What follows belongs to an exercise in optimizing a design on an open flow for small area, a short achievable clock period and few clock cycles per item; a production flow would make more cautious choices. In this exercise RTL edits were held to simulation tests only and were not proved equivalent to the original. Power and IR drop assume default switching activity. No driver is modelled on the clock port, so clocking that relies on it looks cheaper here than on a real chip.

File: flow/config.mk
export PLATFORM = sky130hd
export DESIGN_NAME = map_update_ctrl
export DESIGN_NICKNAME = map_update_ctrl
export VERILOG_FILES = /design/flow/design.v
export SDC_FILE = /design/flow/constraint.sdc
export NUM_CORES = 4
export LEC_CHECK = 0
export CAP_MARGIN = 20
export CORE_MARGIN = 2
export CORE_UTILIZATION = 65
export PLACE_DENSITY_LB_ADDON = 0.15
export SETUP_SLACK_MARGIN = 3.1
export SLEW_MARGIN = 20
File: flow/constraint.sdc
create_clock -name core_clock -period 5.5 [get_ports {clk}]
set_input_delay 1.1000 -clock core_clock [delete_from_list [all_inputs] [get_ports {clk}]]
set_output_delay 1.1000 -clock core_clock [all_outputs]
set_load 0.01 [all_outputs]
File: flow/flow/run.sh
#!/bin/bash
# Standard layout with: buf_1 port buffers, no CTS dummy loads, larger sink clusters.
export BUFFER_PORTS_ARGS="-buffer_cell sky130_fd_sc_hd__buf_1"
export CTS_ARGS="-sink_clustering_enable -repair_clock_nets -dont_use_dummy_load -sink_clustering_size 24 -sink_clustering_max_diameter 60"
bash standard.sh > standard.log 2>&1
File: flow/standard.sh
#!/bin/bash
# synth_recipe.tcl (not shown) runs the flow's synth.tcl, then flattens the netlist and writes it again
# the make line also repeats each setting of config.mk as NAME=value (left out here)
make -C /OpenROAD-flow-scripts/flow DESIGN_CONFIG=/design/flow/config.mk WORK_HOME=/design/flow/orfs CLKGATE_MAP_FILE= SYNTH_SCRIPT=/design/flow/synth_recipe.tcl "${@:-finish}"
File: flow/design.v
package map_ctrl_pkg;
    localparam int unsigned SLOTS    = 144;
    localparam int unsigned CARD_W   = 6;
    localparam int unsigned VB_START = 480;
    localparam logic [1:0] OP_WRITE     = 2'b00;
    localparam logic [1:0] OP_CLEAR     = 2'b01;
    localparam logic [1:0] OP_TOGGLE    = 2'b10;
    localparam logic [1:0] OP_DESEL_ALL = 2'b11;
    localparam logic [CARD_W-1:0] CARD_EMPTY = '0;
    localparam logic GNT_LOC = 1'b0;
    localparam logic GNT_REM = 1'b1;
    typedef enum logic [1:0] {
        StIdle,
        StExec,
        StAck,
        StCommit
    } state_e;
endpackage
module rr_arbiter2 (
    input  logic [1:0] req,
    input  logic       last_grant,
    output logic [1:0] grant
);
    always_comb begin
        grant = req;
        if (req == 2'b11) begin
            grant = last_grant ? 2'b01 : 2'b10;
        end
    end
endmodule
module map_update_ctrl
(
    input  logic                    clk,
    input  logic                    rst,
    input  logic [9:0]              v_cnt,
    input  logic                    loc_req,
    input  logic [1:0]              loc_op,
    input  logic [7:0]              loc_pos,
    input  logic [map_ctrl_pkg::CARD_W-1:0]       loc_card,
    output logic                    loc_ack,
    input  logic                    rem_req,
    input  logic [1:0]              rem_op,
    input  logic [7:0]              rem_pos,
    input  logic [map_ctrl_pkg::CARD_W-1:0]       rem_card,
    output logic                    rem_ack,
    output logic                    err,
    output logic                    busy,
    output logic [map_ctrl_pkg::SLOTS*map_ctrl_pkg::CARD_W-1:0] map,
    output logic [map_ctrl_pkg::SLOTS-1:0] sel_card
);
    localparam int unsigned SLOTS  = map_ctrl_pkg::SLOTS;
    localparam int unsigned CARD_W = map_ctrl_pkg::CARD_W;
    localparam int unsigned VB_START = map_ctrl_pkg::VB_START;
    localparam logic [1:0] OP_WRITE     = map_ctrl_pkg::OP_WRITE;
    localparam logic [1:0] OP_CLEAR     = map_ctrl_pkg::OP_CLEAR;
    localparam logic [1:0] OP_TOGGLE    = map_ctrl_pkg::OP_TOGGLE;
    localparam logic [1:0] OP_DESEL_ALL = map_ctrl_pkg::OP_DESEL_ALL;
    localparam logic GNT_LOC = map_ctrl_pkg::GNT_LOC;
    localparam logic GNT_REM = map_ctrl_pkg::GNT_REM;
    localparam int unsigned ROWS = (SLOTS + 15) / 16;    
    logic            last_grant;    
    logic            vb_q;
    logic            pub_q;         
    logic            rst_q;         
    logic [ROWS-1:0] row_card_q;    
    logic [ROWS-1:0] row_sel_q;     
    logic [15:0]     col_q;         
    logic [CARD_W-1:0] card_q;      
    logic            tog_q;         
    logic            desel_q;       
    logic [SLOTS*CARD_W-1:0] shadow_map;
    logic [SLOTS-1:0]        shadow_sel;
    logic [1:0] elig, grant;
    logic       g_rem, g_any;
    logic [1:0] op_s;
    logic [7:0] pos_s;
    logic [CARD_W-1:0] card_s;
    logic       in_range, vb, vb_rise;
    assign elig = {rem_req & ~rem_ack, loc_req & ~loc_ack};
    rr_arbiter2 u_arb (
        .req        (elig),
        .last_grant (last_grant),
        .grant      (grant)
    );
    assign g_rem   = grant[1];
    assign g_any   = |grant;
    assign op_s    = g_rem ? rem_op   : loc_op;
    assign pos_s   = g_rem ? rem_pos  : loc_pos;
    assign card_s  = g_rem ? rem_card : loc_card;
    assign in_range = (pos_s < 8'(SLOTS));
    assign vb      = (v_cnt >= 10'(VB_START));
    assign vb_rise = vb & ~vb_q;
    always_ff @(posedge clk or posedge rst) begin
        if (rst) begin
            loc_ack    <= 1'b0;
            rem_ack    <= 1'b0;
            busy       <= 1'b0;
            last_grant <= GNT_REM;
            vb_q       <= 1'b0;
            pub_q      <= 1'b1;
            rst_q      <= 1'b1;
        end else begin
            loc_ack <= grant[0];
            rem_ack <= grant[1];
            busy    <= loc_req | rem_req | vb_rise;
            if (g_any) last_grant <= g_rem;
            vb_q    <= vb;
            pub_q   <= vb_rise;
            rst_q   <= 1'b0;
        end
    end
    always_ff @(posedge clk) begin
        err     <= ~in_range & (op_s != OP_DESEL_ALL);
        for (int r = 0; r < int'(ROWS); r++) begin
            row_card_q[r] <= g_any & in_range & (pos_s[7:4] == 4'(r)) &
                             ((op_s == OP_WRITE) | (op_s == OP_CLEAR));
            row_sel_q[r]  <= g_any & in_range & (pos_s[7:4] == 4'(r)) &
                             ((op_s == OP_TOGGLE) | (op_s == OP_CLEAR));
        end
        for (int c = 0; c < 16; c++) col_q[c] <= (pos_s[3:0] == 4'(c));
        card_q  <= (op_s == OP_WRITE) ? card_s : '0;
        tog_q   <= (op_s == OP_TOGGLE);
        desel_q <= g_any & (op_s == OP_DESEL_ALL);
    end
    logic [ROWS-1:0]   row_card_w;
    logic [15:0]       col_w;
    logic [CARD_W-1:0] card_w;
    logic              sel_clr_all;
    assign row_card_w  = row_card_q | {ROWS{rst_q}};
    assign col_w       = col_q | {16{rst_q}};
    assign card_w      = card_q & {CARD_W{~rst_q}};
    assign sel_clr_all = rst_q | desel_q;
    for (genvar s = 0; s < int'(SLOTS); s++) begin : g_slot
        logic wr_card, hit_sel;
        assign wr_card = row_card_w[s / 16] & col_w[s % 16];
        assign hit_sel = row_sel_q[s / 16] & col_q[s % 16];
        always_ff @(posedge clk) begin
            if (wr_card) shadow_map[s*CARD_W +: CARD_W] <= card_w;
            if (sel_clr_all)  shadow_sel[s] <= 1'b0;
            else if (hit_sel) shadow_sel[s] <= tog_q & ~shadow_sel[s];
            if (pub_q) begin
                map[s*CARD_W +: CARD_W] <= shadow_map[s*CARD_W +: CARD_W];
                sel_card[s]             <= shadow_sel[s];
            end
        end
    end
endmodule
==> run summary, run 1 <==
Num CTS Buffers=116; worst reg2reg path depth=3; area grow syn2layout=15.5%; Setup crit start kind=flop; post-synthesis instance area=65500 um2; Setup TNS=0 ns; Placed Instances=5087; Root Buffer=clkbuf_16; Clock Pin Slew Worst Setup and Hold Paths=0.08 ns; Initial Utilization=between 60% and 70%; clock latency (worst-skew pair)=0.73 ns; fmax=405 MHz; drc violations=0; outcome=finished clean; max-slew violations=0; CP Depth=1; H-tree levels=3; Top-Level Pins=1058; Max IR drop VDD=about 0.63 mV; Die H=321 um; Worst Path Arrival=1.37 ns; Synth Net Count=2891; grt ovf=0; fin worst setup slack=just over 3 ns; reg2reg setup slack=between 3 and 4 ns; DP HPWL=109 mm; EDFF count, synth=1872; CP top delay family=flip-flops; Hold Fails Final Rpt=0; largest net degree at the start of global routing=182; drt via density=6.10; Port Buf Inserts=1052; die area=around 100000 um2; CTS tree=yes; final worst-path cycle share=44.9%; crit-path cells=buf_6; Worst setup EP type=primary output; Pwr Density=~370 nW/um2; RSZ-0062 raised after global routing=true; first-pass GRT wire length=between 200 and 250 mm; kind of critical path=reg2out; Sinks on Clock Net=between 2000 and 2500; final instance area=75600 um2; gr usage total=between 30 and 40%; Hold Buf Count CTS=0; min Tclk post-route=2.47 ns; Pre-antenna DRT Iters=6; Top FF cell, synth=edfxtp_1; critical path peak fanout=1; Placement Setup Slack=~2.3 ns; syn avg cell area=23.0 um2; Yosys reg bits=2066; reg-to-reg critical path endpoint=shadow_map[452]; Die Wd=321 um; Routed WL=~170 mm; Leak=26.6 nW; vias post-DR=31785; Worst Path Required=4.40 ns; Async SR Flop Fraction=0.339%; top cell type's share of synthesized area=85.9%; initial antenna violation count=17; final net count=3962; worst-margin pin slew=1.21 ns; Final GP Congestion=0.886; final core utilization=75.6%; sequential share of the synthesized area=about nine tenths; drt wl/cell=32.7 um; share of cells above drive strength 1=20.0%; peak per-stage delay on the critical path=0.48 ns; Starting DRT DRC Count=4127; synth unique cells=48; FF-to-FF Start=rst_q; Worst Path Buf+Inv=1; Slowest-stage cell, CP=edfxtp_1; clk_skew=0.0649 ns; maximum root-to-sink buffer count=3; largest area contributor in the netlist=edfxtp_1; Syn. warnings=2; Hold WS=between 0.3 and 0.4 ns; HP Class=in2async; Synth area leaders=edfxtp_1, dfxtp_1, a21o_1; max_cap viols=0; Final ANT Viol Nets=0; Non-Filler Instances=5214; Fill cells=5311; Rel. slew slack=19.5%; Cells after Synth=2842; final setup violating endpoints=0; PnR Total Power=28.0 mW; core area=approximately 100000 um2; vias in the first global route=29509; Cell Rows=116; instance area at placement=between 70000 and 80000 um2
Yosys cell counts, types with 2 or more instances:
cell type / n
edfxtp_1: 1872
dfxtp_1: 187
a21oi_1: 167
a21o_1: 145
clkbuf_1: 93
a311oi_1: 84
a311oi_2: 60
buf_2: 34
buf_1: 21
nor2b_1: 16
nand4_1: 13
nand3_1: 12
o211ai_1: 11
and2_1: 10
or4_1: 10
nand2b_1: 9
o31ai_1: 9
inv_1: 8
buf_6: 7
o41ai_1: 7
nand2_1: 6
nor2_1: 6
nor4b_1: 6
o21ai_0: 5
dfrtp_1: 4
o2111ai_1: 4
dfstp_2: 3
ha_1: 3
o21ai_1: 3
o32ai_1: 3
or3_1: 3
a2111o_1: 2
mux2i_1: 2
nor3_1: 2
nor3b_1: 2
cells by family (layout without fill, tap and decap cells):
| logic type | Yosys count | after routing | synth area share, % |
|---|---|---|---|
| buffers and inverters | 164 | 1230 | 1.09 |
| other | 1 | 6 | 0.00573 |
| AO/OA/AOI/OAI | 504 | 504 | 6.01 |
| adder cells (fa/ha/maj) | 3 | 3 | 0.0573 |
| flip-flops | 2066 | 2066 | 91.8 |
| multiplexers | 3 | 3 | 0.0478 |
| AND/OR/NAND/NOR | 101 | 104 | 0.948 |
how the worst max path moves through the flow:
| stage | start | end |
|---|---|---|
| 2_1_floorplan | pub_q | map[0] |
| 3_3_place_gp | rem_req | row_sel_q[2] |
| 3_5_place_dp | rem_req | row_sel_q[8] |
| 4_1_cts | map[650] | map[650] |
| 5_1_grt | map[435] | map[435] |
| 6_report | map[650] | map[650] |
power breakdown:
| part | total [mW] | internal, mW | switching, mW |
|---|---|---|---|
| clock network | 8.16 | 3.72 | 4.44 |
| logic | 1.48 | 0.363 | 1.12 |
| registers | 18.4 | 18.0 | 0.336 |
| total | 28.0 | 22.1 | 5.89 |
layout by cell type (no fill, tap or decap), types with 7 or more instances in the layout:
| master | n |
|---|---|
| a21o_1 | 145 |
| dfxtp_1 | 171 |
| nand3_1 | 12 |
| nor2b_1 | 9 |
| dfxtp_2 | 16 |
| or4_1 | 10 |
| edfxtp_1 | 1872 |
| buf_4 | 44 |
| inv_1 | 8 |
| buf_1 | 530 |
| clkbuf_16 | 116 |
| a311oi_2 | 60 |
| buf_6 | 160 |
| clkbuf_2 | 103 |
| a21oi_1 | 167 |
| o31ai_1 | 9 |
| nand4_1 | 13 |
| buf_2 | 254 |
| a311oi_1 | 84 |
| and2_1 | 10 |
| nand2b_1 | 9 |
| o211ai_1 | 11 |
| o41ai_1 | 7 |
| buf_12 | 11 |
flip-flops by register name (all words and copies together), names as in the netlist:
name        count
shadow_sel    144
pub_q           1
tog_q           1
last_grant      1
rem_ack         1
loc_ack         1
sel_card      144
busy            1
row_sel_q       9
map           864
desel_q         1
vb_q            1
rst_q           1
row_card_q      9
col_q          16
err             1
shadow_map    864
card_q          6
area by class of cell:
| type | count | area (um2) | share of cell area [%] |
|---|---|---|---|
| multi-input cells | 615 | 4700 | 6.22 |
| diodes | 5 | 12.5 | 0.0165 |
| flip-flops and latches | 2066 | 60200 | 79.5 |
| clock buffers | 116 | 2900 | 3.84 |
| inverters | 9 | 38.8 | 0.0513 |
| repair buffers | 1105 | 6190 | 8.18 |
| well taps | 1298 | 1620 | 2.15 |
layer usage:
layer | global-route usage [%] | part of all wire, %
met1 | 40.4 | 34
met2 | 54.1 | 50
met4 | 13.5 | 4.7
met5 | 0 | 0.060
met3 | 8.83 | 11
repair_timing:
item / CTS / global route
endpoints found under the setup margin: 1390 / 730
gates cloned: 2 / 1
setup buffers: 0 / 3
resized for setup: 685 / 169
pin swaps: 1 / 1
Testbench counts, summed over its fixed seeds: cycles 4,808, edits 4,800.
==> inputs of run 2 (changes only) <==
==> flow/flow/run.sh (replaced) <==
#!/bin/bash
# Standard layout with: buf_1 port buffers, no CTS dummy loads, larger CTS sink clusters,
# and stronger timing-driven net weights in global placement.
export BUFFER_PORTS_ARGS="-buffer_cell sky130_fd_sc_hd__buf_1"
export CTS_ARGS="-sink_clustering_enable -repair_clock_nets -dont_use_dummy_load -sink_clustering_size 32 -sink_clustering_max_diameter 70"
export GLOBAL_PLACEMENT_ARGS="-timing_driven_net_weight_max 8 -timing_driven_nets_percentage 35"
bash standard.sh > standard.log 2>&1
==> run summary, run 2 <==
Cell Rows=116; fin worst setup slack=2.98 ns; Max IR drop VDD=0.303 mV; final setup violating endpoints=0; Worst Path Required=4.40 ns; Net Sw Power=5.61 mW; largest net degree at the start of global routing=about 180; Die H=321 um; Fill cells=between 5000 and 6000; Top FF cell, synth=edfxtp_1; Cells after Synth=2842; synth unique cells=48; vias post-DR=31698; FF+latch area=roughly 60000 um2; share of cells above drive strength 1=16.3%; largest registers=map: 864 flops, shadow_map: 864 flops; area grow syn2layout=13.5%; drc violations=0; worst-margin pin slew=~1.2 ns; Worst setup EP type=primary output; drt wl/cell=approximately 32 um; final net count=3926; critical path peak fanout=1; Hold Buf Count CTS=0; Pwr Density=~360 nW/um2; min Tclk post-route=2.52 ns; area of the multi-input gates=4710 um2; sequential share of the synthesized area=91.8%; HP Class=in2async; first-pass GRT wire length=225 mm; core area=100000 um2; Syn. warnings=2; largest area contributor in the netlist=edfxtp_1; Final GP Congestion=0.877; Non-Filler Instances=roughly 5200; Placement Setup Slack=roughly 2.3 ns; Synth Net Count=2891; maximum root-to-sink buffer count=3; vias in the first global route=28790; top cells by count, synth=edfxtp_1, dfxtp_1, a21oi_1; Final ANT Viol Nets=0; final worst-path cycle share=between 40% and 50%; EDFF count, synth=between 1500 and 2000; Setup crit start kind=flop; CP top delay family=flip-flops; Worst Path Arrival=~1.4 ns; most common cell in the netlist=edfxtp_1; Routed WL=about 170 mm; peak per-stage delay on the critical path=0.53 ns; Num CTS Buffers=a little over 80; fmax=396 MHz; crit-path cells=buf_6; clk_skew=between 0.08 and 0.09 ns; Logic pwr share=between 5 and 6%; Initial Utilization=65.5%; clock latency (worst-skew pair)=slightly above 0.7 ns; Port Buf Inserts=roughly 1100; Rel. slew slack=21.7%; outcome=finished clean; grt ovf=0; most common cell after layout, fill and taps aside=edfxtp_1; Sinks on Clock Net=2066; Hold Fails Final Rpt=0; post-synthesis instance area=approximately 65000 um2; max_cap viols=0; initial antenna violation count=15; Yosys reg bits=2066; Clock Pin Slew Worst Setup and Hold Paths=0.11 ns; Pre-antenna DRT Iters=5; Synth area leaders=edfxtp_1, dfxtp_1, a21o_1; Placed Instances=5086; RSZ-0062 raised after global routing=true; top cell type's share of synthesized area=85.9%; max-slew violations=0; kind of critical path=reg2out; commonest non-fill, non-tap cells in the layout=edfxtp_1, buf_1, buf_2; Root Buffer=clkbuf_16; CTS tree=yes; Seq pwr share=68.9%; H-tree levels=3; Worst Path Buf+Inv=1; drt via density=~6.1; Die Wd=321 um; die area=a little over 100000 um2; Starting DRT DRC Count=3875; Hold WS=0.328 ns; clock network power share=25.7%; Internal=around 21 mW; DP HPWL=108 mm; Setup TNS=0 ns; Sw Ratio=21.0%; Leak=25.7 nW; syn avg cell area=23.0 um2; Top-Level Pins=~1100; Async SR Flop Fraction=0.339%; gr usage total=between 30% and 40%; Slowest-stage cell, CP=edfxtp_1; final core utilization=74.3%
## run 2: worst paths after layout
path,start,to,slack [ns],depth (start not counted)
max,map[636],map[636],2.98,1
min,rst,busy,0.33,2
max reg2reg,rst_q,shadow_map[72],3.16,3
min reg2reg,shadow_map[531],map[531],0.38,0
max in group asynchronous,rst,rst_q,4.86,2
min in group core_clock,shadow_map[531],map[531],0.38,0
## run 2: metal layers
layer | vias to the layer above | routed length (um) | GRT usage, %
met2 | 1935 | 84700 | 52.9
met4 | 10 | 7430 | 13.1
li1 | 13342 | - | -
met1 | 16109 | 58600 | 40.7
met3 | 302 | 16800 | 7.84
met5 | - | 72 | 0
## run 2: per-stage QoR
stage                     total power, mW  instance area, um2
after floorplan                      19.3               65500
after detailed placement             20.1               70900
after global routing                 27.3               74300
final                                26.7               74300
after global placement               20.0               70900
after CTS                            26.7               74100
## run 2: cell families after synthesis
| family | count (synthesis) | share of synthesized area [%] |
|---|---|---|
| muxes | 3 | 0.0478 |
| other | 1 | 0.00573 |
| and+or+nand+nor | 101 | 0.948 |
| buffers and inverters | 164 | 1.09 |
| adders and majority gates | 3 | 0.0573 |
| DFF | 2066 | 91.8 |
| AOI/OAI and AO/OA | 504 | 6.01 |
## run 2: area by class of cell
| cell class | count | area share, % |
|---|---|---|
| timing repair buffer | 1104 | 7.69 |
| antenna | 3 | 0.0101 |
| sequential | 2066 | 81.0 |
| tap | 1298 | 2.19 |
| multi-input combinational | 614 | 6.33 |
| inverter | 9 | 0.0522 |
| clock buffer | 82 | 2.76 |
## run 2: power groups by stage
stage | Sequential, mW | Combinational (mW) | Clock, mW
3_5_place_dp | 18.7 | 1.34 | 0
5_1_grt | 18.4 | 1.51 | 7.41
2_1_floorplan | 19.0 | 0.366 | 0
6_report | 18.4 | 1.45 | 6.86
3_3_place_gp | 18.7 | 1.33 | 0
4_1_cts | 18.4 | 1.43 | 6.92
## run 2: what timing repair did
action | CTS | global route
buffers inserted | 2 | 1
gates resized for setup | 534 | 97
setup endpoints to repair | 1742 | 265
gates cloned | 2 | 0
pin swaps | 1 | 0
==> inputs of run 3 (changes only) <==
--- a/flow/design.v
+++ b/flow/design.v
@@ -71,23 +71,40 @@
     logic [SLOTS*CARD_W-1:0] shadow_map;
     logic [SLOTS-1:0]        shadow_sel;
     logic [1:0] elig, grant;
-    logic       g_rem, g_any;
-    logic [1:0] op_s;
-    logic [7:0] pos_s;
-    logic [CARD_W-1:0] card_s;
-    logic       in_range, vb, vb_rise;
+    logic       vb, vb_rise;
     assign elig = {rem_req & ~rem_ack, loc_req & ~loc_ack};
     rr_arbiter2 u_arb (
         .req        (elig),
         .last_grant (last_grant),
         .grant      (grant)
     );
-    assign g_rem   = grant[1];
-    assign g_any   = |grant;
-    assign op_s    = g_rem ? rem_op   : loc_op;
-    assign pos_s   = g_rem ? rem_pos  : loc_pos;
-    assign card_s  = g_rem ? rem_card : loc_card;
-    assign in_range = (pos_s < 8'(SLOTS));
+    logic [1:0][ROWS-1:0]   dec_row_card, dec_row_sel;
+    logic [1:0][15:0]       dec_col;
+    logic [1:0][CARD_W-1:0] dec_card;
+    logic [1:0]             dec_tog, dec_desel, dec_err;
+    for (genvar q = 0; q < 2; q++) begin : g_dec
+        logic [1:0]        op;
+        logic [7:0]        pos;
+        logic [CARD_W-1:0] card;
+        logic              in_range;
+        assign op       = q ? rem_op   : loc_op;
+        assign pos      = q ? rem_pos  : loc_pos;
+        assign card     = q ? rem_card : loc_card;
+        assign in_range = (pos < 8'(SLOTS));
+        for (genvar r = 0; r < int'(ROWS); r++) begin : g_row
+            assign dec_row_card[q][r] = in_range & (pos[7:4] == 4'(r)) &
+                                        ((op == OP_WRITE) | (op == OP_CLEAR));
+            assign dec_row_sel[q][r]  = in_range & (pos[7:4] == 4'(r)) &
+                                        ((op == OP_TOGGLE) | (op == OP_CLEAR));
+        end
+        for (genvar c = 0; c < 16; c++) begin : g_col
+            assign dec_col[q][c] = (pos[3:0] == 4'(c));
+        end
+        assign dec_card[q]  = (op == OP_WRITE) ? card : '0;
+        assign dec_tog[q]   = (op == OP_TOGGLE);
+        assign dec_desel[q] = (op == OP_DESEL_ALL);
+        assign dec_err[q]   = ~in_range & (op != OP_DESEL_ALL);
+    end
     assign vb      = (v_cnt >= 10'(VB_START));
     assign vb_rise = vb & ~vb_q;
     always_ff @(posedge clk or posedge rst) begin
@@ -103,24 +120,20 @@
             loc_ack <= grant[0];
             rem_ack <= grant[1];
             busy    <= loc_req | rem_req | vb_rise;
-            if (g_any) last_grant <= g_rem;
+            if (|grant) last_grant <= grant[1];
             vb_q    <= vb;
             pub_q   <= vb_rise;
             rst_q   <= 1'b0;
         end
     end
     always_ff @(posedge clk) begin
-        err     <= ~in_range & (op_s != OP_DESEL_ALL);
-        for (int r = 0; r < int'(ROWS); r++) begin
-            row_card_q[r] <= g_any & in_range & (pos_s[7:4] == 4'(r)) &
-                             ((op_s == OP_WRITE) | (op_s == OP_CLEAR));
-            row_sel_q[r]  <= g_any & in_range & (pos_s[7:4] == 4'(r)) &
-                             ((op_s == OP_TOGGLE) | (op_s == OP_CLEAR));
-        end
-        for (int c = 0; c < 16; c++) col_q[c] <= (pos_s[3:0] == 4'(c));
-        card_q  <= (op_s == OP_WRITE) ? card_s : '0;
-        tog_q   <= (op_s == OP_TOGGLE);
-        desel_q <= g_any & (op_s == OP_DESEL_ALL);
+        err        <= grant[1] ? dec_err[1] : dec_err[0];
+        row_card_q <= ({ROWS{grant[0]}} & dec_row_card[0]) | ({ROWS{grant[1]}} & dec_row_card[1]);
+        row_sel_q  <= ({ROWS{grant[0]}} & dec_row_sel[0])  | ({ROWS{grant[1]}} & dec_row_sel[1]);
+        col_q      <= grant[1] ? dec_col[1]  : dec_col[0];
+        card_q     <= grant[1] ? dec_card[1] : dec_card[0];
+        tog_q      <= grant[1] ? dec_tog[1]  : dec_tog[0];
+        desel_q    <= (grant[0] & dec_desel[0]) | (grant[1] & dec_desel[1]);
     end
     logic [ROWS-1:0]   row_card_w;
     logic [15:0]       col_w;
==> flow/flow/run.sh (replaced) <==
#!/bin/bash
# Standard layout with: buf_1 port buffers, no CTS dummy loads, larger CTS sink clusters,
# and stronger timing-driven net weights in global placement.
export BUFFER_PORTS_ARGS="-buffer_cell sky130_fd_sc_hd__buf_1"
export CTS_ARGS="-sink_clustering_enable -repair_clock_nets -dont_use_dummy_load -sink_clustering_size 24 -sink_clustering_max_diameter 60"
export GLOBAL_PLACEMENT_ARGS="-timing_driven_net_weight_max 8 -timing_driven_nets_percentage 35"
bash standard.sh > standard.log 2>&1
--- a/flow/config.mk
+++ b/flow/config.mk
@@ -9,5 +9,5 @@
 export CORE_MARGIN = 2
 export CORE_UTILIZATION = 65
 export PLACE_DENSITY_LB_ADDON = 0.15
-export SETUP_SLACK_MARGIN = 3.1
+export SETUP_SLACK_MARGIN = 3.3
 export SLEW_MARGIN = 20
==> run summary, run 3 <==
synth unique cells=46; Hold Fails Final Rpt=0; max_cap viols=0; FF-to-FF Start=row_sel_q[7]; Final ANT Viol Nets=0; Pre-antenna DRT Iters=6; reg-to-reg critical path endpoint=shadow_sel[115]; Root Buffer=clkbuf_16; Cell Rows=116; vias in the first global route=29926; worst-margin pin slew=around 1.1 ns; CP top delay family=flip-flops; grt ovf=0; core area=99600 um2; Async SR Flop Fraction=less than 1%; Sinks on Clock Net=2066; reg2reg setup slack=3.33 ns; Setup crit start kind=flop; Pwr Density=365 nW/um2; EDFF count, synth=1872; Port Buf Inserts=between 1000 and 1500; final worst-path cycle share=45.6%; DP HPWL=112 mm; die area=103000 um2; Num CTS Buffers=118; max-slew violations=0; Die Wd=320 um; crit-path cells=buf_1; Placed Instances=5080; Logic pwr share=5.4%; final net count=~4000; commonest non-fill, non-tap cells in the layout=edfxtp_1, clkbuf_2, buf_6; Sw Ratio=20.8%; Clock Pin Slew Worst Setup and Hold Paths=0.08 ns; fmax=399 MHz; share of cells above drive strength 1=between 30% and 40%; final core utilization=77.2%; Net Sw Power=5.85 mW; Yosys reg bits=around 2100; Syn. warnings=2; clock latency (worst-skew pair)=around 0.71 ns; first-pass GRT wire length=233 mm; outcome=finished clean; clock network power share=29.3%; Synth area leaders=edfxtp_1, dfxtp_1, a311oi_1; H-tree levels=3; drc violations=0; Top-Level Pins=1058; syn avg cell area=23.1 um2; Die H=320 um; top cell type's share of synthesized area=86.4%; Routed WL=174 mm; worst setup path start=map[298]; Synth Net Count=2873; largest registers=map: 864 flops, shadow_map: 864 flops; Slowest-stage cell, CP=edfxtp_1; worst reg2reg path depth=3; maximum root-to-sink buffer count=3; drt via density=6.19; min Tclk post-route=between 2 and 3 ns; Leak=28.4 nW; Top FF cell, synth=edfxtp_1; critical path peak fanout=1; vias post-DR=32328; initial antenna violation count=4; area grow syn2layout=18.2%; RSZ-0062 raised after global routing=true; CTS tree=yes; HP Class=in2async; most common cell in the netlist=edfxtp_1; proportion of synthesized area in mux cells=0.281%; largest net degree at the start of global routing=134; post-synthesis simple-gate area fraction=0.877%; kind of critical path=reg2out; Seq pwr share=65.3%; sequential share of the synthesized area=92.5%; gr usage total=33.4%; combinational family with the most area after synthesis=compound AO/OA/AOI/OAI gates; Max IR drop VDD=around 0.29 mV; largest area contributor in the netlist=edfxtp_1; Cells after Synth=between 2000 and 3000; Worst setup EP type=primary output; drt wl/cell=33.4 um; Initial Utilization=65.3%; Worst Path Buf+Inv=1; clk_skew=0.0874 ns; post-synthesis instance area=65000 um2; final setup violating endpoints=0; Worst Path Arrival=~1.4 ns; Non-Filler Instances=5221; Rel. slew slack=approximately a quarter; Worst Path Required=4.40 ns; compound-cell area share of the yosys netlist=5.15%; top cells by count, synth=edfxtp_1, dfxtp_1, a21o_1, a21oi_1, a311oi_1; Hold Buf Count CTS=0; peak per-stage delay on the critical path=0.49 ns; Final GP Congestion=approximately 0.93; Internal=22.2 mW; xor/xnor cell area share of the yosys netlist=0%; Starting DRT DRC Count=4484; most common cell after layout, fill and taps aside=edfxtp_1; Post-Synth Adder-Cell Area=less than 1%
-- run 3: cell types whose count changed in the layout (fill, tap and decap cells not counted), moves of 14 or more --
cell | previous run | this run
nand2_1 | 6 | 20
clkbuf_2 | 59 | 432
buf_6 | 111 | 299
buf_1 | 647 | 107
a21oi_1 | 167 | 144
clkbuf_16 | 82 | 118
buf_4 | 36 | 50
buf_2 | 238 | 221
o22ai_1 | 0 | 14
a311oi_1 | 84 | 139
a311oi_2 | 60 | 5
-- run 3: cell type report --
cell class / count / area [um2]
flip-flops and latches: 2066 / 60200
diodes: 1 / 2.50
fillers: 5141 / 22700
multi-input cells: 599 / 4300
inverters: 11 / 41.3
clock buffers: 118 / 2950
repair buffers: 1128 / 7810
well taps: 1298 / 1620
-- run 3: how the worst max path moves through the flow --
stage / endpoint / slack, ns / cells after the start
floorplan: map[0] / -1.46 / 0
global placement: tog_q / 2.41 / 5
detailed placement: tog_q / 2.36 / 5
CTS: map[556] / 2.96 / 1
global route: sel_card[9] / 2.95 / 1
finish: map[298] / 2.99 / 1
-- run 3: logic make-up (layout without fill, tap and decap cells) --
logic type | count (synthesis) | count (layout)
flip-flops | 2066 | 2066
AO/OA/AOI/OAI | 466 | 466
buffers and inverters | 158 | 1257
AND/OR/NAND/NOR | 103 | 107
multiplexers | 17 | 17
adder cells (fa/ha/maj) | 8 | 8
other | 1 | 2
-- run 3: metrics by stage --
step	power (mW)	cell area, um2	setup slack (ns)	setup TNS, ns	hold WS, ns
6_report	28.1	76900	2.99	0	0.302
5_1_grt	28.7	76900	2.95	0	0.346
4_1_cts	28.0	75900	2.96	0	0.265
3_5_place_dp	19.9	70600	2.36	0	0.379
3_3_place_gp	19.9	70600	2.41	0	0.391
2_1_floorplan	19.2	65100	-1.46	-1471.67	0.351
-- run 3: layer usage --
layer | vias up | part of all wire, % | GRT usage [%]
met1 | 16401 | 35 | 42.6
met3 | 346 | 10 | 7.31
met4 | 2 | 5.4 | 15.4
met5 | - | 0.0052 | 0
met2 | 2213 | 50 | 55.6
li1 | 13366 | - | -
-- run 3: worst register-to-register path: stages, from the launching register on --
cell      delay [ns]
dfxtp_1         0.89
and2_1          0.77
a21oi_1         0.16
a311oi_1        0.25
-- run 3: repair_timing --
item / 4_1_cts / 5_1_grt
cloned: 5 / 0
resized for setup: 960 / 569
pin swaps: 1 / 1
endpoints found under the setup margin: 2774 / 1065
setup buffers: 14 / 3
-- run 3: power groups by stage --
stage / sequential, mW / clock (mW) / combinational, mW
after floorplan: 18.9 / 0 / 0.337
after global placement: 18.6 / 0 / 1.25
after detailed placement: 18.6 / 0 / 1.27
after CTS: 18.3 / 8.26 / 1.45
after global routing: 18.4 / 8.77 / 1.58
final: 18.3 / 8.22 / 1.52
Testbench counts of run 3, summed over its fixed seeds: cycles 4,808, edits 4,800.
==> inputs of run 4 (changes only) <==
--- a/flow/config.mk
+++ b/flow/config.mk
@@ -9,5 +9,5 @@
 export CORE_MARGIN = 2
 export CORE_UTILIZATION = 65
 export PLACE_DENSITY_LB_ADDON = 0.15
-export SETUP_SLACK_MARGIN = 3.3
+export SETUP_SLACK_MARGIN = 3.1
 export SLEW_MARGIN = 20
==> run summary, run 4 <==
outcome=finished clean; crit path to=map[344]; share of cells above drive strength 1=around 17%; Clock Pin Slew Worst Setup and Hold Paths=0.09 ns; grt ovf=0; largest net degree at the start of global routing=124; top cells by count, synth=edfxtp_1, dfxtp_1, a21o_1, a21oi_1, a311oi_1; vias post-DR=roughly 32000; Placement Setup Slack=2.38 ns; top cell type's share of synthesized area=86.4%; Sinks on Clock Net=roughly 2100; CP top delay family=flip-flops; H-tree levels=3; CP Depth=1; worst reg2reg path depth=3; Setup crit start kind=flop; Worst setup EP type=primary output; Synth area leaders=edfxtp_1, dfxtp_1, a311oi_1; kind of critical path=reg2out; fin worst setup slack=3.00 ns; Pre-antenna DRT Iters=6; Root Buffer=clkbuf_16; core area=99600 um2; final setup violating endpoints=0; CTS tree=yes; Worst Path Required=between 4 and 5 ns; area grow syn2layout=15.1%; die area=103000 um2; worst-margin pin slew=1.18 ns; clk_skew=0.0655 ns; EDFF count, synth=1872; crit-path cells=buf_1; critical path peak fanout=1; maximum root-to-sink buffer count=3; clock latency (worst-skew pair)=just over 0.7 ns; drt wl/cell=32.7 um; peak per-stage delay on the critical path=0.51 ns; post-synthesis instance area=between 60000 and 70000 um2; Port Buf Inserts=roughly 1100; first-pass GRT wire length=229 mm; final net count=3965; Async SR Flop Fraction=0.339%; most common cell in the netlist=edfxtp_1; area of the multi-input gates=around 4300 um2; Worst Path Buf+Inv=1; max_cap viols=0; DP HPWL=110 mm; Hold Buf Count CTS=0; syn avg cell area=23.1 um2; Worst Path Arrival=1.40 ns; FF-to-FF Start=row_sel_q[8]; Leak=26.4 nW; Hold Fails Final Rpt=0; drt via density=6.15; PnR Total Power=~28 mW; Starting DRT DRC Count=4184; Syn. warnings=2; max-slew violations=0; sequential share of the synthesized area=92.5%; Top FF cell, synth=edfxtp_1; Die Wd=about 320 um; Final ANT Viol Nets=0; Slowest-stage cell, CP=edfxtp_1; drc violations=0; Rel. slew slack=between 20% and 30%; most common cell after layout, fill and taps aside=edfxtp_1; Pwr Density=372 nW/um2; initial antenna violation count=5; FF+latch area=60200 um2; Fill cells=about 5400; Die H=320 um; Synth Net Count=2873; gr usage total=between 30% and 40%; Cell Rows=116; Cells after Synth=2819; Final GP Congestion=roughly 0.87; reg2reg setup slack=3.19 ns; min Tclk post-route=2.50 ns; Routed WL=170 mm; commonest non-fill, non-tap cells in the layout=edfxtp_1, buf_1, buf_2; largest area contributor in the netlist=edfxtp_1; fmax=400 MHz; RSZ-0062 raised after global routing=true; Max IR drop VDD=0.272 mV; reg-to-reg critical path endpoint=shadow_sel[134]; worst setup path start=map[344]; Num CTS Buffers=117; vias in the first global route=29460; Top-Level Pins=1058; Initial Utilization=65.3%; HP Class=in2async; largest registers=map: 864 flops, shadow_map: 864 flops; Yosys reg bits=2066; synth unique cells=46; final worst-path cycle share=45.5%
[run 4: cell counts after synthesis]
Identical to the previous run, type by type.
[run 4: timing repair]
action	in CTS	in global routing
cloned	4	1
resized for setup	469	154
buffers inserted	6	2
setup endpoints to repair	1580	346
pin swaps	1	1
hold endpoints to repair	0	0
[run 4: layout make-up]
cell class	count	share of cell area, %
timing repair buffer	1115	7.73
inverter	11	0.0552
tap	1298	2.17
antenna	3	0.0100
clock buffer	117	3.91
multi-input combinational	600	5.74
sequential	2066	80.4
[run 4: worst min path at each step]
stage	start	slack, ns	cells past startpoint	to
detailed placement	shadow_map[109]	0.40	0	map[109]
global route	rst	0.29	2	loc_ack
CTS	rst	0.26	2	loc_ack
finish	rst	0.29	2	loc_ack
floorplan	vb_q	0.35	1	pub_q
global placement	shadow_map[380]	0.40	0	map[380]
[run 4: layer usage]
metal  vias up  global-route usage (%)  part of all wire, %
met5         -                       0                0.016
met4         4                    15.9                  5.5
met3       312                    6.26                  9.5
met2      2083                    54.3                   50
met1     16286                    42.2                   35
li1      13346                       -                    -
[run 4: power by group]
part	leakage, nW	switching, mW	internal [mW]	total, mW
Clock	1.44	4.40	3.75	8.15
Combinational	4.84	1.03	0.330	1.36
Sequential	20.1	0.341	18.0	18.3
[run 4: kinds of logic after synthesis]
logic type / after synthesis / share of synthesized area [%]
flops: 2066 / 92.5
compound gates: 466 / 5.15
buf+inv: 158 / 1.05
simple gates: 103 / 0.877
mux: 17 / 0.281
fa+ha+maj: 8 / 0.154
other cells: 1 / 0.00577
[run 4: through the flow]
stage / area (um2) / std cells / setup TNS [ns] / hold WS [ns] / utilization, %
finish: 74800 / 5210 / 0 / 0.287 / 75.2
global route: 74800 / 5208 / 0 / 0.292 / 75.2
CTS: 74600 / 5204 / 0 / 0.263 / 74.9
detailed placement: 70600 / 5077 / 0 / 0.405 / 70.9
global placement: 70600 / 5077 / 0 / 0.400 / 70.9
floorplan: 65100 / 2819 / -1471.67 / 0.351 / -
[run 4: worst reg2reg max path: cells and delay by family (launching register included)]
kind               cells  cell delay [ns]
AOI/OAI and AO/OA      2             0.46
DFF                    1             0.91
and+or+nand+nor        1             0.81
==> inputs of run 5 (changes only) <==
==> flow/flow/run.sh (replaced) <==
#!/bin/bash
# Standard layout with: buf_1 port buffers, no CTS dummy loads, larger CTS sink clusters,
# and stronger timing-driven net weights in global placement.
export BUFFER_PORTS_ARGS="-buffer_cell sky130_fd_sc_hd__buf_1"
export CTS_ARGS="-sink_clustering_enable -repair_clock_nets -dont_use_dummy_load -sink_clustering_size 20 -sink_clustering_max_diameter 45"
export GLOBAL_PLACEMENT_ARGS="-timing_driven_net_weight_max 8 -timing_driven_nets_percentage 35"
bash standard.sh > standard.log 2>&1
==> run summary, run 5 <==
Pre-antenna DRT Iters=5; most common cell in the netlist=edfxtp_1; worst-margin pin slew=1.16 ns; RSZ-0062 raised after global routing=true; min Tclk post-route=2.56 ns; reg-to-reg critical path endpoint=shadow_map[481]; top cells by count, synth=edfxtp_1, dfxtp_1, a21o_1, a21oi_1, a311oi_1; Routed WL=175 mm; Syn. warnings=2; top cell type's share of synthesized area=between 80% and 90%; post-synthesis instance area=between 60000 and 70000 um2; maximum root-to-sink buffer count=3; H-tree levels=4; worst setup path start=map[106]; Worst setup EP type=primary output; Root Buffer=clkbuf_16; grt ovf=0; core area=99600 um2; Top-Level Pins=1058; vias post-DR=32618; kind of critical path=reg2out; Worst Path Required=4.40 ns; Die Wd=about 320 um; fmax=390 MHz; area of the multi-input gates=4300 um2; Slowest-stage cell, CP=edfxtp_1; die area=about 100000 um2; Non-Filler Instances=between 5000 and 6000; Final GP Congestion=0.868; Sinks on Clock Net=2066; drt via density=6.22; Synth area leaders=edfxtp_1, dfxtp_1, a311oi_1; sequential share of the synthesized area=between 90% and 100%; worst reg2reg path depth=2; Rel. slew slack=22.4%; largest area contributor in the netlist=edfxtp_1; peak per-stage delay on the critical path=0.51 ns; Worst Path Arrival=1.46 ns; final worst-path cycle share=between 40% and 50%; DP HPWL=110 mm; outcome=finished clean; drt wl/cell=33.3 um; Leak=28.2 nW; vias in the first global route=30196; Hold Fails Final Rpt=0; Worst Path Buf+Inv=1; Pwr Density=381 nW/um2; FF+latch area=60200 um2; crit path to=map[106]; fin worst setup slack=2.94 ns; Yosys reg bits=2066; largest net degree at the start of global routing=between 100 and 150; Cells after Synth=2819; Port Buf Inserts=1052; clock latency (worst-skew pair)=roughly 0.75 ns; CP Depth=1; Top FF cell, synth=edfxtp_1; Placement Setup Slack=2.38 ns; CP top delay family=flip-flops; CTS tree=yes; Setup crit start kind=flop; HP Class=in2async; max-slew violations=0; Cell Rows=116; Async SR Flop Fraction=0.339%; Synth Net Count=between 2000 and 3000; crit-path cells=buf_6; initial antenna violation count=4; Clock Pin Slew Worst Setup and Hold Paths=0.08 ns; EDFF count, synth=around 1900; synth unique cells=46; reg2reg setup slack=between 3 and 4 ns; largest registers=map: 864 flops, shadow_map: 864 flops; first-pass GRT wire length=235 mm; max_cap viols=0; final setup violating endpoints=0; drc violations=0; Final ANT Viol Nets=0; Placed Instances=between 5000 and 6000; gr usage total=33.5%; commonest non-fill, non-tap cells in the layout=edfxtp_1, clkbuf_2, buf_6; Fill cells=a little over 5000; Starting DRT DRC Count=4575; clk_skew=0.0630 ns; critical path peak fanout=1; most common cell after layout, fill and taps aside=edfxtp_1; Initial Utilization=around two thirds; Num CTS Buffers=152; area grow syn2layout=18.6%; FF-to-FF Start=rst_q; final net count=3998; Max IR drop VDD=0.470 mV; share of cells above drive strength 1=27.1%; syn avg cell area=23.1 um2; Die H=320 um
## run 5: worst min-delay path by stage
stage | from | slack (ns) | cells after the start | end
3_3_place_gp | shadow_map[380] | 0.40 | 0 | map[380]
2_1_floorplan | vb_q | 0.35 | 1 | pub_q
6_report | rst | 0.26 | 2 | loc_ack
5_1_grt | rst | 0.26 | 2 | rem_ack
4_1_cts | rst | 0.23 | 2 | loc_ack
3_5_place_dp | shadow_map[109] | 0.40 | 0 | map[109]
## run 5: layer usage
| metal | global-route usage, % | share of wire [%] |
|---|---|---|
| met1 | 43.1 | 34 |
| met2 | 54.8 | 50 |
| met3 | 7.01 | 9.7 |
| met4 | 17.5 | 6.0 |
| met5 | 0 | 0.015 |
## run 5: what timing repair did
| item | 4_1_cts | 5_1_grt |
|---|---|---|
| setup endpoints to repair | 1939 | 871 |
| hold buffers | 0 | 0 |
| buffers inserted | 6 | 0 |
| pin swaps | 1 | 0 |
| gates resized for setup | 848 | 444 |
| gates cloned | 5 | 0 |
## run 5: power breakdown
group / switching [mW] / internal [mW] / total [mW]
clock: 4.69 / 4.86 / 9.56
combinational: 1.04 / 0.416 / 1.45
sequential: 0.364 / 18.0 / 18.3
total: 6.09 / 23.3 / 29.3
## run 5: final cells by class
cell class	count	area share, %
inverter	11	0.0536
tap	1298	2.11
sequential	2066	78.0
timing repair buffer	1113	9.30
clock buffer	152	4.93
antenna	3	0.00974
multi-input combinational	600	5.57
## run 5: through the flow
step / utilization [%] / power, mW / hold slack, ns / area [um2] / setup TNS (ns)
after floorplan: - / 19.2 / 0.351 / 65100 / -1471.67
after global routing: 77.4 / 30.0 / 0.260 / 77100 / 0
after global placement: 70.9 / 19.8 / 0.400 / 70600 / 0
after CTS: 76.7 / 29.3 / 0.226 / 76400 / 0
after detailed placement: 70.9 / 19.9 / 0.405 / 70600 / 0
final: 77.4 / 29.3 / 0.263 / 77100 / 0
## run 5: kinds of logic after synthesis
logic type	count (synthesis)	share of synthesized area [%]
flip-flops	2066	92.5
AO/OA/AOI/OAI	466	5.15
other	1	0.00577
AND/OR/NAND/NOR	103	0.877
adder cells (fa/ha/maj)	8	0.154
buffers and inverters	158	1.05
multiplexers	17	0.281
==> inputs of run 6 (changes only) <==
==> flow/flow/run.sh (replaced) <==
#!/bin/bash
# Standard layout with: buf_1 port buffers, no CTS dummy loads, larger CTS sink clusters,
# and stronger timing-driven net weights in global placement.
export BUFFER_PORTS_ARGS="-buffer_cell sky130_fd_sc_hd__buf_1"
export CTS_ARGS="-sink_clustering_enable -repair_clock_nets -dont_use_dummy_load -sink_clustering_size 24 -sink_clustering_max_diameter 60"
export GLOBAL_PLACEMENT_ARGS="-timing_driven_net_weight_max 25 -timing_driven_nets_percentage 50"
bash standard.sh > standard.log 2>&1
==> run summary, run 6 <==
largest registers=map: 864 flops, shadow_map: 864 flops; area grow syn2layout=14.1%; Cell Rows=116; drt wl/cell=33.8 um; Worst Path Required=4.40 ns; gr usage total=33.7%; Fill cells=5606; grt ovf=0; Port Buf Inserts=1052; final net count=3952; Hold Fails Final Rpt=0; worst-margin pin slew=1.16 ns; Clock Pin Slew Worst Setup and Hold Paths=0.08 ns; min Tclk post-route=approximately 2.5 ns; core area=99600 um2; largest area contributor in the netlist=edfxtp_1; Synth Net Count=2873; Synth area leaders=edfxtp_1, dfxtp_1, a311oi_1; Rel. slew slack=~23%; Sw Ratio=a little over a fifth; Starting DRT DRC Count=4602; drt via density=6.28; HP Class=in2async; vias post-DR=32631; critical path peak fanout=1; Top FF cell, synth=edfxtp_1; Seq pwr share=around 67%; Syn. warnings=2; Logic pwr share=4.5%; Pwr Density=373 nW/um2; Root Buffer=clkbuf_16; drc violations=0; top cells by count, synth=edfxtp_1, dfxtp_1, a21o_1, a21oi_1, a311oi_1; syn avg cell area=23.1 um2; Setup crit start kind=flop; Antenna Cells=0; Max IR drop VDD=0.306 mV; Num CTS Buffers=112; most common cell in the netlist=edfxtp_1; Internal=21.9 mW; Die H=around 320 um; Hold Buf Count CTS=0; outcome=finished clean; reg2reg setup slack=3.21 ns; fmax=404 MHz; first-pass GRT wire length=roughly 240 mm; Worst Path Buf+Inv=1; Worst Path Arrival=1.38 ns; Cells after Synth=2819; final setup violating endpoints=0; Leak=between 20 and 30 nW; peak per-stage delay on the critical path=0.50 ns; Async SR Flop Fraction=less than 1%; H-tree levels=3; Yosys reg bits=2066; clk_skew=0.0553 ns; FF-to-FF Start=rst_q; vias in the first global route=about 30000; CTS tree=yes; Final GP Congestion=0.926; final core utilization=74.5%; Initial Utilization=65.3%; synth unique cells=46; top cell type's share of synthesized area=86.4%; share of cells above drive strength 1=14.8%; reg-to-reg critical path endpoint=shadow_sel[100]; Routed WL=175 mm; maximum root-to-sink buffer count=3; Net Sw Power=between 5 and 6 mW; worst reg2reg path depth=3; commonest non-fill, non-tap cells in the layout=edfxtp_1, buf_1, clkbuf_2; Die Wd=320 um; Setup TNS=0 ns; EDFF count, synth=roughly 1900; kind of critical path=reg2out; RSZ-0062 raised after global routing=true; largest net degree at the start of global routing=145; Final ANT Viol Nets=0; DP HPWL=118 mm; clock latency (worst-skew pair)=0.70 ns; die area=103000 um2; Top-Level Pins=1058; Worst setup EP type=primary output; sequential share of the synthesized area=92.5%; final worst-path cycle share=45.0%; Slowest-stage cell, CP=edfxtp_1; Sinks on Clock Net=2066; Pre-antenna DRT Iters=6; CP top delay family=flip-flops; initial antenna violation count=4; max_cap viols=0; post-synthesis instance area=65000 um2; crit-path cells=clkbuf_2; clock network power share=28.9%; max-slew violations=0; most common cell after layout, fill and taps aside=edfxtp_1
run 6: worst max-delay path by stage:
stage                     startpoint        to  slack [ns]  cells past startpoint
final                       map[445]  map[445]        3.02                      1
after global routing        map[343]  map[343]        2.98                      1
after CTS                    map[98]   map[98]        2.98                      1
after detailed placement     rem_req     tog_q        2.48                      5
after floorplan                pub_q    map[0]       -1.46                      0
after global placement       rem_req     tog_q        2.55                      5
run 6: cells by family after synthesis:
group | Yosys count | synth area share [%]
AOI/OAI and AO/OA | 466 | 5.15
other | 1 | 0.00577
and+or+nand+nor | 103 | 0.877
DFF | 2066 | 92.5
buffers and inverters | 158 | 1.05
muxes | 17 | 0.281
adders and majority gates | 8 | 0.154
run 6: per-stage QoR:
step	cells	power, mW	hold WS [ns]	area, um2	setup WS, ns
after global placement	5074	19.9	0.377	70600	2.55
final	5194	27.7	0.360	74200	3.02
after global routing	5194	28.3	0.372	74200	2.98
after floorplan	2819	19.2	0.351	65100	-1.46
after CTS	5194	27.7	0.319	73900	2.98
after detailed placement	5075	19.9	0.381	70600	2.48
run 6: layout make-up:
| type | instances | area [um2] | area share [%] |
|---|---|---|---|
| well taps | 1298 | 1620 | 2.19 |
| flip-flops and latches | 2066 | 60200 | 81.1 |
| inverters | 11 | 41.3 | 0.0556 |
| clock buffers | 112 | 2800 | 3.78 |
| repair buffers | 1111 | 5310 | 7.15 |
| multi-input cells | 596 | 4270 | 5.75 |
run 6: timing repair:
action,in CTS,in global routing
setup endpoints to repair,1384,321
hold endpoints to repair,0,0
gates cloned,1,0
buffers inserted,6,0
gates resized for setup,182,249
run 6: metal layers:
layer  wire length [um]  global-route usage [%]  up-vias  part of all wire [%]
li1                   -                       -    13295                     -
met5                 28                       0        -                 0.016
met4               9770                    16.8        4                   5.6
met2              86800                    54.6     2330                    49
met1              61600                    45.5    16649                    35
met3              17200                    5.51      353                   9.8
run 6: power by group through the flow:
stage | registers [mW] | logic [mW] | clock network [mW]
CTS | 18.4 | 1.22 | 8.05
finish | 18.4 | 1.24 | 8.00
global route | 18.4 | 1.31 | 8.59
floorplan | 18.9 | 0.335 | 0
global placement | 18.8 | 1.14 | 0
detailed placement | 18.8 | 1.17 | 0
==> inputs of run 7 (changes only) <==
==> flow/flow/run.sh (replaced) <==
#!/bin/bash
# Standard layout with: buf_1 port buffers, no CTS dummy loads, larger CTS sink clusters,
# and stronger timing-driven net weights in global placement.
export BUFFER_PORTS_ARGS="-buffer_cell sky130_fd_sc_hd__buf_1"
export CTS_ARGS="-sink_clustering_enable -repair_clock_nets -dont_use_dummy_load -sink_clustering_size 28 -sink_clustering_max_diameter 70"
export GLOBAL_PLACEMENT_ARGS="-timing_driven_net_weight_max 25 -timing_driven_nets_percentage 50"
bash standard.sh > standard.log 2>&1
--- a/flow/config.mk
+++ b/flow/config.mk
@@ -7,7 +7,7 @@
 export LEC_CHECK = 0
 export CAP_MARGIN = 20
 export CORE_MARGIN = 2
-export CORE_UTILIZATION = 65
+export CORE_UTILIZATION = 60
 export PLACE_DENSITY_LB_ADDON = 0.15
 export SETUP_SLACK_MARGIN = 3.1
 export SLEW_MARGIN = 20
==> run summary, run 7 <==
Clock Pin Slew Worst Setup and Hold Paths=0.10 ns; Die H=333 um; outcome=finished clean; Max IR drop VDD=0.279 mV; worst reg2reg path depth=1; sequential share of the synthesized area=92.5%; Routed WL=175 mm; synth unique cells=between 40 and 50; Hold Fails Final Rpt=0; area grow syn2layout=13.8%; DP HPWL=~120 mm; vias post-DR=32177; FF-to-FF Start=pub_q; reg2reg setup slack=between 3 and 4 ns; Worst Path Required=4.40 ns; Synth area leaders=edfxtp_1, dfxtp_1, a311oi_1; most common cell after layout, fill and taps aside=edfxtp_1; Final ANT Viol Nets=0; kind of critical path=reg2out; HP Class=reg2reg; die area=111000 um2; Placement Setup Slack=2.15 ns; most common cell in the netlist=edfxtp_1; Worst Path Arrival=1.39 ns; drt wl/cell=between 30 and 40 um; Worst Path Buf+Inv=1; Async SR Flop Fraction=0.339%; Cell Rows=120; H-tree levels=3; RSZ-0062 raised after global routing=true; clock latency (worst-skew pair)=0.68 ns; PnR Total Power=27.0 mW; top cells by count, synth=edfxtp_1, dfxtp_1, a21o_1, a21oi_1, a311oi_1; critical path peak fanout=1; largest net degree at the start of global routing=203; maximum root-to-sink buffer count=3; area of the multi-input gates=4270 um2; syn avg cell area=23.1 um2; Fill cells=between 6000 and 7000; Setup crit start kind=flop; FF+latch area=60200 um2; core area=107000 um2; grt ovf=0; Worst setup EP type=primary output; post-synthesis instance area=65000 um2; Top FF cell, synth=edfxtp_1; Syn. warnings=2; worst setup path start=map[404]; largest area contributor in the netlist=edfxtp_1; final net count=between 3000 and 4000; Rel. slew slack=29.2%; gr usage total=between 30 and 40%; Hold WS=about 0.34 ns; Antenna Cells=0; Pre-antenna DRT Iters=5; CTS tree=yes; Synth Net Count=~2900; first-pass GRT wire length=235 mm; Top-Level Pins=1058; Pwr Density=365 nW/um2; CP Depth=1; Leak=26.0 nW; min Tclk post-route=2.49 ns; Initial Utilization=60.6%; crit-path cells=buf_1; Hold Buf Count CTS=0; Cells after Synth=2819; largest registers=map: 864 flops, shadow_map: 864 flops; final setup violating endpoints=0; initial antenna violation count=1; clk_skew=0.0683 ns; EDFF count, synth=1872; Root Buffer=clkbuf_16; vias in the first global route=29530; drc violations=0; commonest non-fill, non-tap cells in the layout=edfxtp_1, buf_1, clkbuf_2; reg-to-reg critical path endpoint=map[238]; max_cap viols=0; drt via density=6.10; Sinks on Clock Net=2066; final core utilization=68.9%; Final GP Congestion=about 0.93; hold depth=0; fmax=402 MHz; final worst-path cycle share=between 40% and 50%; fin worst setup slack=roughly 3.0 ns; Port Buf Inserts=1052; Starting DRT DRC Count=4486; max-slew violations=0; crit path to=map[404]; Num CTS Buffers=between 90 and 100; worst-margin pin slew=1.06 ns; Die Wd=333 um; peak per-stage delay on the critical path=0.51 ns; Yosys reg bits=just over 2000; Slowest-stage cell, CP=edfxtp_1; share of cells above drive strength 1=15.8%; top cell type's share of synthesized area=a little under 90%; CP top delay family=flip-flops
-- run 7: final cells by class --
cell class / count / area share [%]
inverters: 11 / 0.0558
well taps: 1403 / 2.37
multi-input cells: 597 / 5.77
clock buffers: 94 / 3.18
repair buffers: 1103 / 7.33
flip-flops and latches: 2066 / 81.3
-- run 7: through the flow --
step	cell area [um2]	TNS [ns]	std cells
after detailed placement	70600	0	5175
after floorplan	65100	-1471.67	2819
after CTS	73500	0	5272
after global routing	74000	0	5274
after global placement	70600	0	5175
final	74000	0	5274
-- run 7: timing repair --
item | in CTS | in global routing
endpoints found under the hold margin | 0 | 0
gates cloned | 2 | 1
setup endpoints to repair | 1219 | 814
setup buffers | 1 | 1
resized for setup | 251 | 274
pin swaps | 1 | 0
-- run 7: cells by family (layout without fill, tap and decap cells) --
family	after synthesis	in the layout	share of synthesized area, %
flops	2066	2066	92.5
other cells	1	1	0.00577
buf+inv	158	1208	1.05
simple gates	103	105	0.877
compound gates	466	466	5.15
mux	17	17	0.281
fa+ha+maj	8	8	0.154
-- run 7: layer usage --
metal	vias to the layer above	share of wire [%]	GRT usage, %	routed length (um)
met3	347	8.9	5.12	15500
met2	2122	49	49.8	86100
met5	-	0	0	0
met4	0	5.9	16.8	10400
met1	16454	36	41.0	63200
li1	13254	-	-	-
-- run 7: worst min path at each step --
stage	startpoint	endpoint	slack, ns
3_3_place_gp	shadow_map[396]	map[396]	0.40
2_1_floorplan	vb_q	pub_q	0.35
6_report	shadow_map[729]	map[729]	0.34
3_5_place_dp	shadow_map[113]	map[113]	0.40
4_1_cts	rst	busy	0.33
5_1_grt	rst	busy	0.36
-- run 7: report_power, final --
| group | internal [mW] | switching, mW | total, mW |
|---|---|---|---|
| Sequential | 18.0 | 0.407 | 18.4 |
| Clock | 3.06 | 4.28 | 7.33 |
| Combinational | 0.300 | 0.983 | 1.28 |
| Total | 21.3 | 5.67 | 27.0 |
==> inputs of run 8 (changes only) <==
--- a/flow/config.mk
+++ b/flow/config.mk
@@ -7,7 +7,7 @@
 export LEC_CHECK = 0
 export CAP_MARGIN = 20
 export CORE_MARGIN = 2
-export CORE_UTILIZATION = 60
+export CORE_UTILIZATION = 65
 export PLACE_DENSITY_LB_ADDON = 0.15
 export SETUP_SLACK_MARGIN = 3.1
 export SLEW_MARGIN = 20
==> run summary, run 8 <==
Slowest-stage cell, CP=edfxtp_1; largest net degree at the start of global routing=~150; vias in the first global route=approximately 30000; min Tclk post-route=2.50 ns; Net Sw Power=5.62 mW; final setup violating endpoints=0; critical path peak fanout=1; H-tree levels=3; Rel. slew slack=23.1%; DP HPWL=118 mm; Internal=21.2 mW; first-pass GRT wire length=234 mm; Cells after Synth=2819; synth unique cells=46; Hold Fails Final Rpt=0; final core utilization=73.9%; initial antenna violation count=6; Root Buffer=clkbuf_16; Cell Rows=116; Port Buf Inserts=approximately 1100; final net count=3931; Setup TNS=0 ns; Worst setup EP type=primary output; area grow syn2layout=13.2%; Num CTS Buffers=91; Yosys reg bits=just over 2000; Leak=25.6 nW; Worst Path Buf+Inv=1; Synth area leaders=edfxtp_1, dfxtp_1, a311oi_1; Setup crit start kind=flop; clk_skew=0.0623 ns; Pre-antenna DRT Iters=6; sequential share of the synthesized area=92.5%; Die H=~320 um; post-synthesis simple-gate area fraction=less than 1%; worst setup path start=map[98]; Sw Ratio=about a fifth; M3 GR Usage=under 10%; outcome=finished clean; top cell type's share of synthesized area=between 80% and 90%; combinational family with the most area after synthesis=compound AO/OA/AOI/OAI gates; Seq pwr share=68.6%; drc violations=0; crit-path cells=clkbuf_2; Synth Net Count=2873; CTS tree=yes; gr usage total=33.5%; die area=103000 um2; fmax=401 MHz; Post-Synth Adder-Cell Area=less than 1%; clock latency (worst-skew pair)=about 0.72 ns; post-synthesis instance area=65000 um2; Die Wd=320 um; FF-to-FF Start=pub_q; Worst Path Arrival=roughly 1.4 ns; share of cells above drive strength 1=13.2%; worst-margin pin slew=1.15 ns; Final GP Congestion=0.926; max-slew violations=0; Starting DRT DRC Count=4586; Logic pwr share=4.6%; met1 Track Usage GR=44.8%; most common cell after layout, fill and taps aside=edfxtp_1; RSZ-0062 raised after global routing=true; core area=99600 um2; Syn. warnings=2; largest area contributor in the netlist=edfxtp_1; vias post-DR=between 30000 and 40000; largest registers=map: 864 flops, shadow_map: 864 flops; final worst-path cycle share=45.4%; Async SR Flop Fraction=0.339%; CP top delay family=flip-flops; peak per-stage delay on the critical path=0.52 ns; max_cap viols=0; Max IR drop VDD=0.282 mV; Pwr Density=365 nW/um2; layer with the highest usage=met2; compound-cell area share of the yosys netlist=5.15%; kind of critical path=reg2out; grt ovf=0; Routed WL=174 mm; Initial Utilization=65.3%; drt wl/cell=33.7 um; syn avg cell area=23.1 um2; Sinks on Clock Net=2066; met2 Track Usage GR=54.5%; EDFF count, synth=1872; Worst Path Required=4.40 ns; Final ANT Viol Nets=0; drt via density=6.28; proportion of synthesized area in mux cells=0.281%; Top-Level Pins=1058; Top FF cell, synth=edfxtp_1; Clock Pin Slew Worst Setup and Hold Paths=0.10 ns; commonest non-fill, non-tap cells in the layout=edfxtp_1, buf_1, clkbuf_2; HP Class=in2async; maximum root-to-sink buffer count=3; xor/xnor cell area share of the yosys netlist=0%; most common cell in the netlist=edfxtp_1; top cells by count, synth=edfxtp_1, dfxtp_1, a21o_1, a21oi_1, a311oi_1; clock network power share=26.8%
## run 8: timing repair
| action | 4_1_cts | 5_1_grt |
|---|---|---|
| gates cloned | 1 | 0 |
| gates resized for setup | 168 | 217 |
| setup endpoints to repair | 1323 | 400 |
| hold buffers | 0 | 0 |
| buffers inserted | 5 | 1 |
## run 8: final timing paths
| kind | to | slack [ns] | cells after the start |
|---|---|---|---|
| worst min-delay path | vb_q | 0.37 | 2 |
| worst max-delay path | map[98] | 3.00 | 1 |
| worst max register to register | map[434] | 3.24 | 1 |
| worst min register to register | map[311] | 0.37 | 0 |
| min in group core_clock | map[311] | 0.37 | 0 |
| max in group asynchronous | last_grant | 4.80 | 2 |
## run 8: cell type report
type | count | area (um2)
flip-flops and latches | 2066 | 60200
repair buffers | 1111 | 5250
diodes | 3 | 7.51
fillers | 5681 | 25900
inverters | 11 | 41.3
multi-input cells | 596 | 4270
clock buffers | 91 | 2280
well taps | 1298 | 1620
## run 8: routing by layer
metal  wire [um]  vias to the layer above
li1            -                    13268
met1       61300                    16467
met2       86000                     2379
met3       17000                      385
met4       10100                        2
met5          13                        -
## run 8: power groups by stage
stage / logic [mW] / clock network [mW] / registers [mW]
3_3_place_gp: 1.14 / 0 / 18.8
6_report: 1.23 / 7.20 / 18.4
4_1_cts: 1.21 / 7.26 / 18.4
5_1_grt: 1.31 / 7.76 / 18.4
2_1_floorplan: 0.335 / 0 / 18.9
3_5_place_dp: 1.17 / 0 / 18.8
## run 8: cell families after synthesis
logic type      count (synthesis)
flops                        2066
compound gates                466
buf+inv                       158
simple gates                  103
mux                            17
fa+ha+maj                       8
other cells                     1
## run 8: through the flow
step	worst slack [ns]	instance area [um2]	std cells	hold slack [ns]	total power, mW
after floorplan	-1.46	65100	2819	0.351	19.2
after global placement	2.55	70600	5074	0.377	19.9
after detailed placement	2.48	70600	5075	0.381	19.9
after CTS	2.97	73300	5172	0.344	26.9
after global routing	2.98	73600	5173	0.367	27.5
final	3.00	73600	5176	0.368	26.8
==> inputs of run 9 (changes only) <==
--- a/flow/config.mk
+++ b/flow/config.mk
@@ -9,5 +9,5 @@
 export CORE_MARGIN = 2
 export CORE_UTILIZATION = 65
 export PLACE_DENSITY_LB_ADDON = 0.15
-export SETUP_SLACK_MARGIN = 3.1
+export SETUP_SLACK_MARGIN = 3.2
 export SLEW_MARGIN = 20
==> run summary, run 9 <==
HP Class=in2async; area grow syn2layout=15.9%; final worst-path cycle share=45.2%; Async SR Flop Fraction=0.339%; largest area contributor in the netlist=edfxtp_1; worst-margin pin slew=1.04 ns; clock network power share=26.6%; Final GP Congestion=0.966; Synth Net Count=2873; Final ANT Viol Nets=0; Top-Level Pins=1058; Die Wd=320 um; largest registers=map: 864 flops, shadow_map: 864 flops; share of cells above drive strength 1=28.3%; post-synthesis instance area=65000 um2; Root Buffer=clkbuf_16; instance area at placement=70500 um2; Port Buf Inserts=1052; Pwr Density=approximately 360 nW/um2; Cell Rows=116; CTS tree=yes; gr usage total=32.9%; Pre-antenna DRT Iters=5; drc violations=0; Yosys reg bits=roughly 2100; synth unique cells=46; Routed WL=approximately 170 mm; crit-path cells=buf_6; Cells after Synth=2819; Worst setup EP type=primary output; Worst Path Buf+Inv=1; final setup violating endpoints=0; Synth area leaders=edfxtp_1, dfxtp_1, a311oi_1; final net count=3928; max_cap viols=0; Net Sw Power=approximately 5.6 mW; kind of critical path=reg2out; Rel. slew slack=30.1%; Sw Ratio=20.9%; sequential share of the synthesized area=92.5%; vias post-DR=32502; top cells by count, synth=edfxtp_1, dfxtp_1, a21o_1, a21oi_1, a311oi_1; xor/xnor cell area share of the yosys netlist=0%; clk_skew=0.0684 ns; initial antenna violation count=3; Top FF cell, synth=edfxtp_1; CP top delay family=flip-flops; clock latency (worst-skew pair)=0.68 ns; Worst Path Required=4.40 ns; Max IR drop VDD=0.277 mV; Num CTS Buffers=90; Die H=320 um; min Tclk post-route=2.49 ns; Hold Buf Count CTS=0; Post-Synth Adder-Cell Area=less than 1%; outcome=finished clean; Logic pwr share=5.2%; reg2reg setup slack=approximately 3.2 ns; compound-cell area share of the yosys netlist=5.15%; DP HPWL=between 100 and 150 mm; post-synthesis simple-gate area fraction=less than 1%; drt wl/cell=33.5 um; critical path peak fanout=1; maximum root-to-sink buffer count=3; Slowest-stage cell, CP=edfxtp_1; proportion of synthesized area in mux cells=0.281%; most common cell after layout, fill and taps aside=edfxtp_1; grt ovf=0; Syn. warnings=2; commonest non-fill, non-tap cells in the layout=edfxtp_1, clkbuf_2, buf_6; final instance area=between 70000 and 80000 um2; final core utilization=75.7%; EDFF count, synth=1872; Leak=27.7 nW; Antenna Cells=0; vias in the first global route=around 30000; core area=99600 um2; combinational family with the most area after synthesis=compound AO/OA/AOI/OAI gates; Internal=between 20 and 25 mW; Clock Pin Slew Worst Setup and Hold Paths=about 0.11 ns; first-pass GRT wire length=231 mm; peak per-stage delay on the critical path=slightly below 0.5 ns; Initial Utilization=65.3%; RSZ-0062 raised after global routing=true; fmax=around 400 MHz; Seq pwr share=around 68%; Starting DRT DRC Count=4380; Hold Fails Final Rpt=0; Worst Path Arrival=1.39 ns; Sinks on Clock Net=2066; die area=between 100000 and 150000 um2; Setup crit start kind=flop; H-tree levels=3; largest net degree at the start of global routing=between 150 and 200; drt via density=6.29; max-slew violations=0; syn avg cell area=23.1 um2; most common cell in the netlist=edfxtp_1; top cell type's share of synthesized area=86.4%
## run 9: path summary, 6_finish.rpt
check,startpoint,end,cells past startpoint
max,map[12],map[12],1
max reg2reg,rst_q,shadow_map[197],3
min reg2reg,shadow_map[236],map[236],0
min,rst,busy,2
max in group asynchronous,rst,rst_q,2
min in group core_clock,shadow_map[236],map[236],0
## run 9: power groups by stage
stage | Clock, mW | Sequential, mW | Combinational (mW)
after CTS | 7.25 | 18.4 | 1.32
after global routing | 7.75 | 18.4 | 1.47
after detailed placement | 0 | 18.7 | 1.20
after global placement | 0 | 18.7 | 1.19
final | 7.18 | 18.4 | 1.40
after floorplan | 0 | 18.9 | 0.336
## run 9: cell families after synthesis
group,count (synthesis)
flops,2066
compound gates,466
buf+inv,158
simple gates,103
mux,17
fa+ha+maj,8
other cells,1
## run 9: metrics by stage
stage / hold slack, ns / setup slack [ns] / TNS (ns) / power, mW / instances
after CTS: 0.294 / 2.98 / 0 / 26.9 / 5168
after global placement: 0.382 / 2.55 / 0 / 19.9 / 5071
after global routing: 0.337 / 2.99 / 0 / 27.6 / 5170
final: 0.332 / 3.01 / 0 / 27.0 / 5170
after detailed placement: 0.369 / 2.51 / 0 / 19.9 / 5071
after floorplan: 0.351 / -1.46 / -1471.67 / 19.2 / 2819
## run 9: area by class of cell
class                           count  area, um2
Sequential cell                  2066      60200
Fill cell                        5394      24200
Timing Repair Buffer             1106       6990
Multi-Input combinational cell    599       4290
Clock buffer                       90       2250
Tap cell                         1298       1620
Inverter                           11       41.3
## run 9: what timing repair did
item | in CTS | in global routing
endpoints found under the setup margin | 2702 | 1011
gates resized for setup | 645 | 656
buffers inserted | 3 | 2
cloned | 4 | 0
pin swaps | 1 | 0
## run 9: layer usage
metal	GRT usage [%]	up-vias	part of all wire [%]
met5	0	-	0
met4	16.5	0	6.1
met3	6.23	367	10
met2	53.1	2372	49
met1	43.8	16512	34
li1	-	13251	-

Setup slack of run 9, layout unchanged: 3.014 ns with ideal ports, 2.939 ns with driving cells assumed (clock clkbuf_16, inputs buf_2), 2.840 ns with port delays also shifted by the 0.739 ns mid clock arrival.
